What follows belongs to an exercise in optimizing a design on an open flow for small area, a short achievable clock period and few clock cycles per item; a production flow would make more cautious choices. RTL that was checked went through simulation tests only; none was proved equivalent to the original. No activity file was given, so power comes from the tool's default toggle rates.

Setup of v6:
==> flow/design.v <==
`timescale 1ns / 1ps
package acl_pkg;
	localparam int ENTRIES = 16;
	localparam int IDX_W   = 4;
	localparam int IP_W    = 32;
	localparam int MAC_W   = 48;
	localparam int SLOT_W  = 4;
	localparam int CFG_W   = 32;
	localparam logic CFG_OWN_IP = 1'b0;
	localparam logic CFG_MASK   = 1'b1;
	localparam logic CMD_LOOKUP = 1'b0;
	localparam logic CMD_LEARN  = 1'b1;
endpackage
`timescale 1ns / 1ps
module acl_cell (
	input  logic                       clk,
	input  logic                       we,
	input  logic [acl_pkg::IP_W-1:0]   wr_ip,
	input  logic [acl_pkg::MAC_W-1:0]  wr_mac,
	input  logic [acl_pkg::IP_W-1:0]   cmp_ip,
	output logic                       eq,
	output logic [acl_pkg::MAC_W-1:0]  mac
);
	logic [acl_pkg::IP_W-1:0] ip_q;
	logic [acl_pkg::MAC_W-1:0] mac_q;
	always_ff @(posedge clk) begin
		if (we) begin
			ip_q  <= wr_ip;
			mac_q <= wr_mac;
		end
	end
	assign eq  = (ip_q == cmp_ip);
	assign mac = mac_q;
endmodule
`timescale 1ns / 1ps
module arp_cache_lru_unit (
	input  logic              clk,
	input  logic              arst_n,
	input  logic              in_valid,
	output logic              in_stall,
	input  logic              command,
	input  logic [acl_pkg::IP_W-1:0]   ip_addr,
	input  logic [acl_pkg::MAC_W-1:0]  mac_addr,
	output logic              out_valid,
	input  logic              out_stall,
	output logic [acl_pkg::MAC_W-1:0]  found_mac,
	output logic              hit,
	output logic              is_bcast,
	output logic [acl_pkg::SLOT_W-1:0] slot_used,
	input  logic              cfg_we,
	input  logic              cfg_index,
	input  logic [acl_pkg::CFG_W-1:0]  cfg_data
);
	localparam int N     = acl_pkg::ENTRIES;
	localparam int IP_W  = acl_pkg::IP_W;
	localparam int MAC_W = acl_pkg::MAC_W;
	logic [IP_W-1:0]  own_ip_q;
	logic [IP_W-1:0]  mask_q;
	logic             w_vld_q;
	logic             w_cmd_q;
	logic             w_learn_q;      
	logic             w_mac_nz_q;
	logic             w_mac_n1_q;
	logic             w_bcast_q;
	logic             w_same_q;       
	logic [N-1:0]     w_match_q;      
	logic             w_hitraw_q;     
	logic             w_mvict_q;      
	logic [IP_W-1:0]  w_ip_q;
	logic [MAC_W-1:0] w_mac_q;
	logic             prev_any_q;     
	logic             prev_evict_q;   
	logic [N-1:0]     used_q;
	logic             newer_q [N][N];
	logic [N-1:0]     oldest_q;
	logic             out_valid_q;
	logic [MAC_W-1:0] found_q;
	logic             hit_q;
	logic             bcast_q;
	logic [3:0]       slot_q;
	logic             stall;
	logic             in_xfer;
	logic [N-1:0]     eq;
	logic [MAC_W-1:0] ent_mac [N];
	logic [N-1:0]     in_match;
	logic             in_same;
	logic             in_bcast;
	logic             w_acc;
	logic             w_hit;
	logic             wr_hit;
	logic             wr_miss;
	logic [N-1:0]     first_empty;
	logic [N-1:0]     second;
	logic [N-1:0]     alt;
	logic [N-1:0]     target;
	logic [N-1:0]     we;
	logic             hit_oldest;
	logic             renew_oldest;
	logic [3:0]       tgt_idx;
	logic [MAC_W-1:0] sel_mac;
	logic [MAC_W-1:0] res_found;
	logic             res_hit;
	logic             res_bcast;
	logic [3:0]       res_slot;
	assign stall    = out_valid_q && out_stall;
	assign in_stall = out_stall;
	assign in_xfer  = in_valid && !out_stall;
	always_ff @(posedge clk or negedge arst_n) begin
		if (!arst_n) begin
			own_ip_q <= '0;
			mask_q   <= '0;
		end else if (cfg_we) begin
			if (cfg_index == acl_pkg::CFG_MASK) mask_q <= cfg_data;
			else                                own_ip_q <= cfg_data;
		end
	end
	for (genvar g = 0; g < N; g++) begin : g_ent
		acl_cell u_cell (
			.clk    (clk),
			.we     (we[g]),
			.wr_ip  (w_ip_q),
			.wr_mac (w_mac_q),
			.cmp_ip (ip_addr),
			.eq     (eq[g]),
			.mac    (ent_mac[g])
		);
	end
	assign in_match = eq & used_q;
	assign in_same  = (ip_addr == w_ip_q);
	assign in_bcast = (ip_addr == '1) ||
		((mask_q != '0) && (ip_addr == (own_ip_q | ~mask_q)));
	always_ff @(posedge clk or negedge arst_n) begin
		if (!arst_n) begin
			w_vld_q      <= 1'b0;
			prev_any_q   <= 1'b0;
			prev_evict_q <= 1'b0;
		end else if (!stall) begin
			w_vld_q      <= in_xfer;
			prev_any_q   <= w_vld_q && w_acc;
			prev_evict_q <= w_vld_q && w_acc && !w_hit && used_q[N-1];
		end
	end
	always_ff @(posedge clk) begin
		if (in_xfer) begin
			w_cmd_q    <= command;
			w_learn_q  <= (command == acl_pkg::CMD_LEARN) && (ip_addr != '0);
			w_mac_nz_q <= (mac_addr != '0);
			w_mac_n1_q <= (mac_addr != '1);
			w_bcast_q  <= in_bcast;
			w_same_q   <= in_same;
			w_match_q  <= (in_match & ~we) | (we & {N{in_same}});
			w_hitraw_q <= |in_match;
			w_mvict_q  <= |(in_match & oldest_q);
			w_ip_q     <= ip_addr;
			w_mac_q    <= mac_addr;
		end
	end
	assign w_acc = w_learn_q && w_mac_nz_q && w_mac_n1_q;
	assign w_hit = (w_same_q && prev_any_q) || (w_hitraw_q && !(w_mvict_q && prev_evict_q));
	always_comb begin
		for (int i = 0; i < N; i++) begin
			first_empty[i] = !used_q[i] && ((i == 0) || used_q[(i == 0) ? 0 : i-1]);
			second[i] = used_q[i] && !oldest_q[i];
			for (int j = 0; j < N; j++) begin
				if (j > i) second[i] = second[i] && (!used_q[j] || oldest_q[j] || !newer_q[i][j]);
				if (j < i) second[i] = second[i] && (!used_q[j] || oldest_q[j] ||  newer_q[j][i]);
			end
		end
	end
	assign alt     = used_q[N-1] ? oldest_q : first_empty;
	assign wr_hit  = w_vld_q && w_acc && w_hit;
	assign wr_miss = w_vld_q && w_acc && !w_hit;
	assign we      = ({N{wr_hit}} & w_match_q) | ({N{wr_miss}} & alt);
	assign target  = w_hit ? w_match_q : alt;
	always_ff @(posedge clk or negedge arst_n) begin
		if (!arst_n) begin
			used_q <= '0;
		end else if (!stall) begin
			used_q <= used_q | we;
		end
	end
	assign hit_oldest   = |(w_match_q & oldest_q);
	assign renew_oldest = used_q[1] && ((wr_hit && hit_oldest) || (wr_miss && used_q[N-1]));
	always_ff @(posedge clk) begin
		if (!stall) begin
			if (!used_q[0] && w_vld_q && w_acc) begin
				oldest_q <= N'(1);
			end else if (renew_oldest) begin
				oldest_q <= second;
			end
		end
	end
	always_ff @(posedge clk) begin
		if (!stall) begin
			for (int i = 0; i < N; i++) begin
				for (int j = i + 1; j < N; j++) begin
					if (we[i])      newer_q[i][j] <= 1'b1;
					else if (we[j]) newer_q[i][j] <= 1'b0;
				end
			end
		end
	end
	always_comb begin
		tgt_idx = '0;
		sel_mac = '0;
		for (int i = 0; i < N; i++) begin
			if (target[i])    tgt_idx = tgt_idx | 4'(i);
			if (w_match_q[i]) sel_mac = sel_mac | ent_mac[i];
		end
	end
	always_comb begin
		if (w_cmd_q == acl_pkg::CMD_LOOKUP) begin
			res_found = w_bcast_q ? '1 : sel_mac;
			res_hit   = w_bcast_q || w_hit;
			res_bcast = w_bcast_q;
			res_slot  = (w_bcast_q || !w_hit) ? 4'd0 : tgt_idx;
		end else begin
			res_found = '0;
			res_hit   = w_acc;
			res_bcast = 1'b0;
			res_slot  = w_acc ? tgt_idx : 4'd0;
		end
	end
	always_ff @(posedge clk or negedge arst_n) begin
		if (!arst_n) begin
			out_valid_q <= 1'b0;
		end else if (!stall) begin
			out_valid_q <= w_vld_q;
		end
	end
	always_ff @(posedge clk) begin
		found_q <= (found_q & {MAC_W{stall}}) | (res_found & {MAC_W{!stall}});
		hit_q   <= (hit_q & stall) | (res_hit & !stall);
		bcast_q <= (bcast_q & stall) | (res_bcast & !stall);
		slot_q  <= (slot_q & {4{stall}}) | (res_slot & {4{!stall}});
	end
	assign out_valid = out_valid_q;
	assign found_mac = found_q;
	assign hit       = hit_q;
	assign is_bcast  = bcast_q;
	assign slot_used = slot_q;
endmodule
Settings: LEC_CHECK=0, ABC_AREA=1, CAP_MARGIN=20, CORE_MARGIN=2, CORE_UTILIZATION=40, SETUP_SLACK_MARGIN=2.8, SLEW_MARGIN=20; clock period 5.0 ns.
run.sh (not shown) runs the stock make flow with config.mk's settings and CLKGATE_MAP_FILE= SYNTH_SCRIPT=/design/flow/synth_recipe.tcl, a recipe that flattens the netlist after the stock synthesis.
Testbench counts of v6, summed over its fixed seeds: cycles 8,016, items 8,000.
[inputs] v7 vs v6
diff --git a/flow/design.v b/flow/design.v
--- a/flow/design.v
+++ b/flow/design.v
@@ -223,17 +223,19 @@
 	end
 	always_ff @(posedge clk or negedge arst_n) begin
 		if (!arst_n) begin
 			out_valid_q <= 1'b0;
+			found_q     <= '0;
+			hit_q       <= 1'b0;
+			bcast_q     <= 1'b0;
+			slot_q      <= '0;
 		end else if (!stall) begin
 			out_valid_q <= w_vld_q;
-		end
-	end
-	always_ff @(posedge clk) begin
-		found_q <= (found_q & {MAC_W{stall}}) | (res_found & {MAC_W{!stall}});
-		hit_q   <= (hit_q & stall) | (res_hit & !stall);
-		bcast_q <= (bcast_q & stall) | (res_bcast & !stall);
-		slot_q  <= (slot_q & {4{stall}}) | (res_slot & {4{!stall}});
+			found_q     <= res_found;
+			hit_q       <= res_hit;
+			bcast_q     <= res_bcast;
+			slot_q      <= res_slot;
+		end
 	end
 	assign out_valid = out_valid_q;
 	assign found_mac = found_q;
 	assign hit       = hit_q;
==> comparison <==
v7 vs v6: count of clock-buffer cells in the layout up. Die footprint of v7 is on par with v6. In the tables for v6 and v7, number of antenna violations at the first check in global routing reads higher with v7. Changes observed in v7 relative to v6: switching power as a share of total power now larger; proportion of synthesized chip area in sequential cells shows a reduction of 0.45 points; worst reg2reg path depth now sits higher; combined global-route utilization of all metal layers moved up. Changes observed in v7 relative to v6: sum of net half-perimeters after detailed placement went down; synthesized-area fraction occupied by ao, oa, aoi and oai cells now sits lower; design area now sits higher; via density per instance saw an increase. Compared with v6, v7 shows area taken by multi-input logic gates that has gone up by a few percent.
The RTL of v7 was laid out without a check of its function.

* * *

## rev 12
arp_cache_lru_unit, a different RTL version from the one above (not shown whole).
Size in the first run: roughly 5,800 cells after synthesis, roughly 1,700 flip-flops, roughly 180 I/O pins.
==> module arp_cache_lru_unit, before the edit <==
module arp_cache_lru_unit (
	input  logic              clk,
	input  logic              arst_n,
	input  logic              in_valid,
	output logic              in_stall,
	input  logic              command,
	input  logic [acl_pkg::IP_W-1:0]   ip_addr,
	input  logic [acl_pkg::MAC_W-1:0]  mac_addr,
	output logic              out_valid,
	input  logic              out_stall,
	output logic [acl_pkg::MAC_W-1:0]  found_mac,
	output logic              hit,
	output logic              is_bcast,
	output logic [acl_pkg::SLOT_W-1:0] slot_used,
	input  logic              cfg_we,
	input  logic              cfg_index,
	input  logic [acl_pkg::CFG_W-1:0]  cfg_data
);
	localparam int N     = acl_pkg::ENTRIES;
	localparam int IP_W  = acl_pkg::IP_W;
	localparam int MAC_W = acl_pkg::MAC_W;
	logic [IP_W-1:0]  own_ip_q;
	logic [IP_W-1:0]  mask_q;
	logic             w_vld_q;
	logic             w_cmd_q;
	logic             w_acc_q;
	logic             w_bcast_q;
	logic             w_same_q;
	logic [N-1:0]     w_match_q;
	logic [IP_W-1:0]  w_ip_q;
	logic [MAC_W-1:0] w_mac_q;
	logic [N-1:0]     prev_we_q;
	logic             w_hitraw_q;
	logic             w_mvict_q;
	logic             prev_any_q;
	logic             prev_evict_q;
	logic [N-1:0]     used_q;
	logic             newer_q [N][N];
	logic [N-1:0]     oldest_q;
	logic             out_valid_q;
	logic [MAC_W-1:0] found_q;
	logic             hit_q;
	logic             bcast_q;
	logic [3:0]       slot_q;
	logic             stall;
	logic             in_xfer;
	logic [N-1:0]     eq;
	logic [MAC_W-1:0] ent_mac [N];
	logic [N-1:0]     in_match;
	logic             in_bcast;
	logic             in_acc;
	logic [N-1:0]     mf;
	logic             w_hit;
	logic [N-1:0]     first_empty;
	logic [N-1:0]     second;
	logic [N-1:0]     alt;
	logic [N-1:0]     target;
	logic [N-1:0]     we;
	logic [3:0]       tgt_idx;
	logic [MAC_W-1:0] sel_mac;
	assign stall    = out_valid_q && out_stall;
	assign in_stall = out_stall;
	assign in_xfer  = in_valid && !out_stall;
	always_ff @(posedge clk or negedge arst_n) begin
		if (!arst_n) begin
			own_ip_q <= '0;
			mask_q   <= '0;
		end else if (cfg_we) begin
			if (cfg_index == acl_pkg::CFG_MASK) mask_q <= cfg_data;
			else                                own_ip_q <= cfg_data;
		end
	end
	for (genvar g = 0; g < N; g++) begin : g_ent
		acl_cell u_cell (
			.clk    (clk),
			.we     (we[g]),
			.wr_ip  (w_ip_q),
			.wr_mac (w_mac_q),
			.cmp_ip (ip_addr),
			.eq     (eq[g]),
			.mac    (ent_mac[g])
		);
	end
	assign in_match = eq & used_q;
	assign in_bcast = (ip_addr == '1) ||
		((mask_q != '0) && (ip_addr == (own_ip_q | ~mask_q)));
	assign in_acc   = (command == acl_pkg::CMD_LEARN) && (ip_addr != '0) &&
		(mac_addr != '0) && (mac_addr != '1);
	always_ff @(posedge clk or negedge arst_n) begin
		if (!arst_n) begin
			w_vld_q      <= 1'b0;
			prev_we_q    <= '0;
			prev_any_q   <= 1'b0;
			prev_evict_q <= 1'b0;
		end else if (!stall) begin
			w_vld_q      <= in_xfer;
			prev_we_q    <= we;
			prev_any_q   <= w_vld_q && w_acc_q;
			prev_evict_q <= w_vld_q && w_acc_q && !w_hit && used_q[N-1];
		end
	end
	always_ff @(posedge clk) begin
		if (in_xfer) begin
			w_cmd_q   <= command;
			w_acc_q   <= in_acc;
			w_bcast_q <= in_bcast;
			w_same_q  <= (ip_addr == w_ip_q);
			w_match_q <= in_match;
			w_hitraw_q <= |in_match;
			w_mvict_q  <= |(in_match & oldest_q);
			w_ip_q    <= ip_addr;
			w_mac_q   <= mac_addr;
		end
	end
	assign mf    = (w_match_q & ~prev_we_q) | (prev_we_q & {N{w_same_q}});
	assign w_hit = (w_same_q && prev_any_q) || (w_hitraw_q && !(w_mvict_q && prev_evict_q));
	always_comb begin
		for (int i = 0; i < N; i++) begin
			first_empty[i] = !used_q[i] && ((i == 0) || used_q[(i == 0) ? 0 : i-1]);
			second[i] = used_q[i] && !oldest_q[i];
			for (int j = 0; j < N; j++) begin
				if (j > i) second[i] = second[i] && (!used_q[j] || oldest_q[j] || !newer_q[i][j]);
				if (j < i) second[i] = second[i] && (!used_q[j] || oldest_q[j] ||  newer_q[j][i]);
			end
		end
	end
	assign alt    = used_q[N-1] ? oldest_q : first_empty;
	assign target = w_hit ? mf : alt;
	assign we     = target & {N{w_vld_q && w_acc_q}};
	always_ff @(posedge clk or negedge arst_n) begin
		if (!arst_n) begin
			used_q <= '0;
		end else if (!stall) begin
			used_q <= used_q | we;
		end
	end
	always_ff @(posedge clk) begin
		if (!stall) begin
			if (!used_q[0] && w_vld_q && w_acc_q) begin
				oldest_q <= N'(1);
			end else if (used_q[1] && |(we & oldest_q)) begin
				oldest_q <= second;
			end
		end
	end
	always_ff @(posedge clk) begin
		if (!stall) begin
			for (int i = 0; i < N; i++) begin
				for (int j = i + 1; j < N; j++) begin
					if (we[i])      newer_q[i][j] <= 1'b1;
					else if (we[j]) newer_q[i][j] <= 1'b0;
				end
			end
		end
	end
	always_comb begin
		tgt_idx = '0;
		sel_mac = '0;
		for (int i = 0; i < N; i++) begin
			if (target[i]) tgt_idx = tgt_idx | 4'(i);
			if (mf[i])     sel_mac = sel_mac | ent_mac[i];
		end
	end
	always_ff @(posedge clk or negedge arst_n) begin
		if (!arst_n) begin
			out_valid_q <= 1'b0;
		end else if (!stall) begin
			out_valid_q <= w_vld_q;
		end
	end
	always_ff @(posedge clk) begin
		if (!stall) begin
			if (w_cmd_q == acl_pkg::CMD_LOOKUP) begin
				found_q <= w_bcast_q ? '1 : sel_mac;
				hit_q   <= w_bcast_q || w_hit;
				bcast_q <= w_bcast_q;
				slot_q  <= (w_bcast_q || !w_hit) ? 4'd0 : tgt_idx;
			end else begin
				found_q <= '0;
				hit_q   <= w_acc_q;
				bcast_q <= 1'b0;
				slot_q  <= w_acc_q ? tgt_idx : 4'd0;
			end
		end
	end
	assign out_valid = out_valid_q;
	assign found_mac = found_q;
	assign hit       = hit_q;
	assign is_bcast  = bcast_q;
	assign slot_used = slot_q;
endmodule
clock: 5.0 ns
lec_check: 0
abc_area: 1
cap_margin: 20
core_margin: 2
core_utilization: 40
setup_slack_margin: 2.8
slew_margin: 20
Looking at the reports, rev 12 completed the entire flow and the layout it produced met the timing, DRC and antenna checks.
For rev 13, these inputs were changed with respect to rev 12:
--- a/flow/design.v
+++ b/flow/design.v
@@ -71,7 +71,6 @@
 	logic             prev_evict_q;
 	logic [N-1:0]     used_q;
 	logic             newer_q [N][N];
-	logic [N-1:0]     oldest_q;
 	logic             out_valid_q;
 	logic [MAC_W-1:0] found_q;
 	logic             hit_q;
@@ -87,8 +86,7 @@
 	logic [N-1:0]     mf;
 	logic             w_hit;
 	logic [N-1:0]     first_empty;
-	logic [N-1:0]     second;
-	logic [N-1:0]     alt;
+	logic [N-1:0]     victim;
 	logic [N-1:0]     target;
 	logic [N-1:0]     we;
 	logic [3:0]       tgt_idx;
@@ -142,7 +140,7 @@
 			w_same_q  <= (ip_addr == w_ip_q);
 			w_match_q <= in_match;
 			w_hitraw_q <= |in_match;
-			w_mvict_q  <= |(in_match & oldest_q);
+			w_mvict_q  <= |(in_match & victim);
 			w_ip_q    <= ip_addr;
 			w_mac_q   <= mac_addr;
 		end
@@ -152,30 +150,20 @@
 	always_comb begin
 		for (int i = 0; i < N; i++) begin
 			first_empty[i] = !used_q[i] && ((i == 0) || used_q[(i == 0) ? 0 : i-1]);
-			second[i] = used_q[i] && !oldest_q[i];
+			victim[i] = 1'b1;
 			for (int j = 0; j < N; j++) begin
-				if (j > i) second[i] = second[i] && (!used_q[j] || oldest_q[j] || !newer_q[i][j]);
-				if (j < i) second[i] = second[i] && (!used_q[j] || oldest_q[j] ||  newer_q[j][i]);
+				if (j > i) victim[i] = victim[i] && !newer_q[i][j];
+				if (j < i) victim[i] = victim[i] &&  newer_q[j][i];
 			end
 		end
 	end
-	assign alt    = used_q[N-1] ? oldest_q : first_empty;
-	assign target = w_hit ? mf : alt;
+	assign target = w_hit ? mf : (used_q[N-1] ? victim : first_empty);
 	assign we     = target & {N{w_vld_q && w_acc_q}};
 	always_ff @(posedge clk or negedge arst_n) begin
 		if (!arst_n) begin
 			used_q <= '0;
 		end else if (!stall) begin
 			used_q <= used_q | we;
-		end
-	end
-	always_ff @(posedge clk) begin
-		if (!stall) begin
-			if (!used_q[0] && w_vld_q && w_acc_q) begin
-				oldest_q <= N'(1);
-			end else if (used_q[1] && |(we & oldest_q)) begin
-				oldest_q <= second;
-			end
 		end
 	end
 	always_ff @(posedge clk) begin
Results
Rev 13 went all the way through the flow, and no timing, DRC or antenna check failed.
Routed length on met3 was higher in rev 13 than in rev 12.
Timing startpoint of the critical path: found_q[38] -> rev 13, found_q[19] -> rev 12
Compared with rev 12, rev 13 shows a lower first-pass GRT wire length.
As of rev 13, count of sequential standard cells had fallen slightly compared to rev 12.
[compare] base=rev 12 new=rev 13: final worst hold slack lower, die area -about 2.5%.
Compared with rev 12, rev 13 shows area added between synthesis and finish higher by 11 points.
No functional check of the RTL was part of any run of this note.

## separate check: timing with driven ports
The results above use ideal ports. As a check the final layouts listed here were re-extracted and re-timed, cells and wires unchanged. Step 1 (the two cells are an assumption about what drives the block):
set clk [get_ports {clk}]
set_driving_cell -lib_cell sky130_fd_sc_hd__clkbuf_16 $clk
set_driving_cell -lib_cell sky130_fd_sc_hd__buf_2 [delete_from_list [all_inputs] $clk]
Step 2 moves the port delays by t, midway between the first and last clock arrival at a register: inputs arrive t later, outputs are due t later. That takes back most of the time a late clock gives input paths. a / b / c = ideal / step 1 / step 2; a / b = the first two.
run | shift t [ns] | setup slack, ns | latest minus earliest clock arrival (ns)
v6 | 0.901 | 2.486 / 2.399 / 1.940 | 0.054 / 0.055
v7 | 0.903 | 2.496 / 2.418 / 1.830 | 0.037 / 0.037
rev 12 | 0.897 | 2.498 / 2.416 / 1.829 | 0.052 / 0.053
rev 13 | 0.897 | 2.335 / 2.254 / 1.574 | 0.097 / 0.097
After both steps every run listed still meets setup and hold. The setup slack of rev 13, which loses most, moves by -0.081 ns with the drivers and by -0.761 ns with both steps.
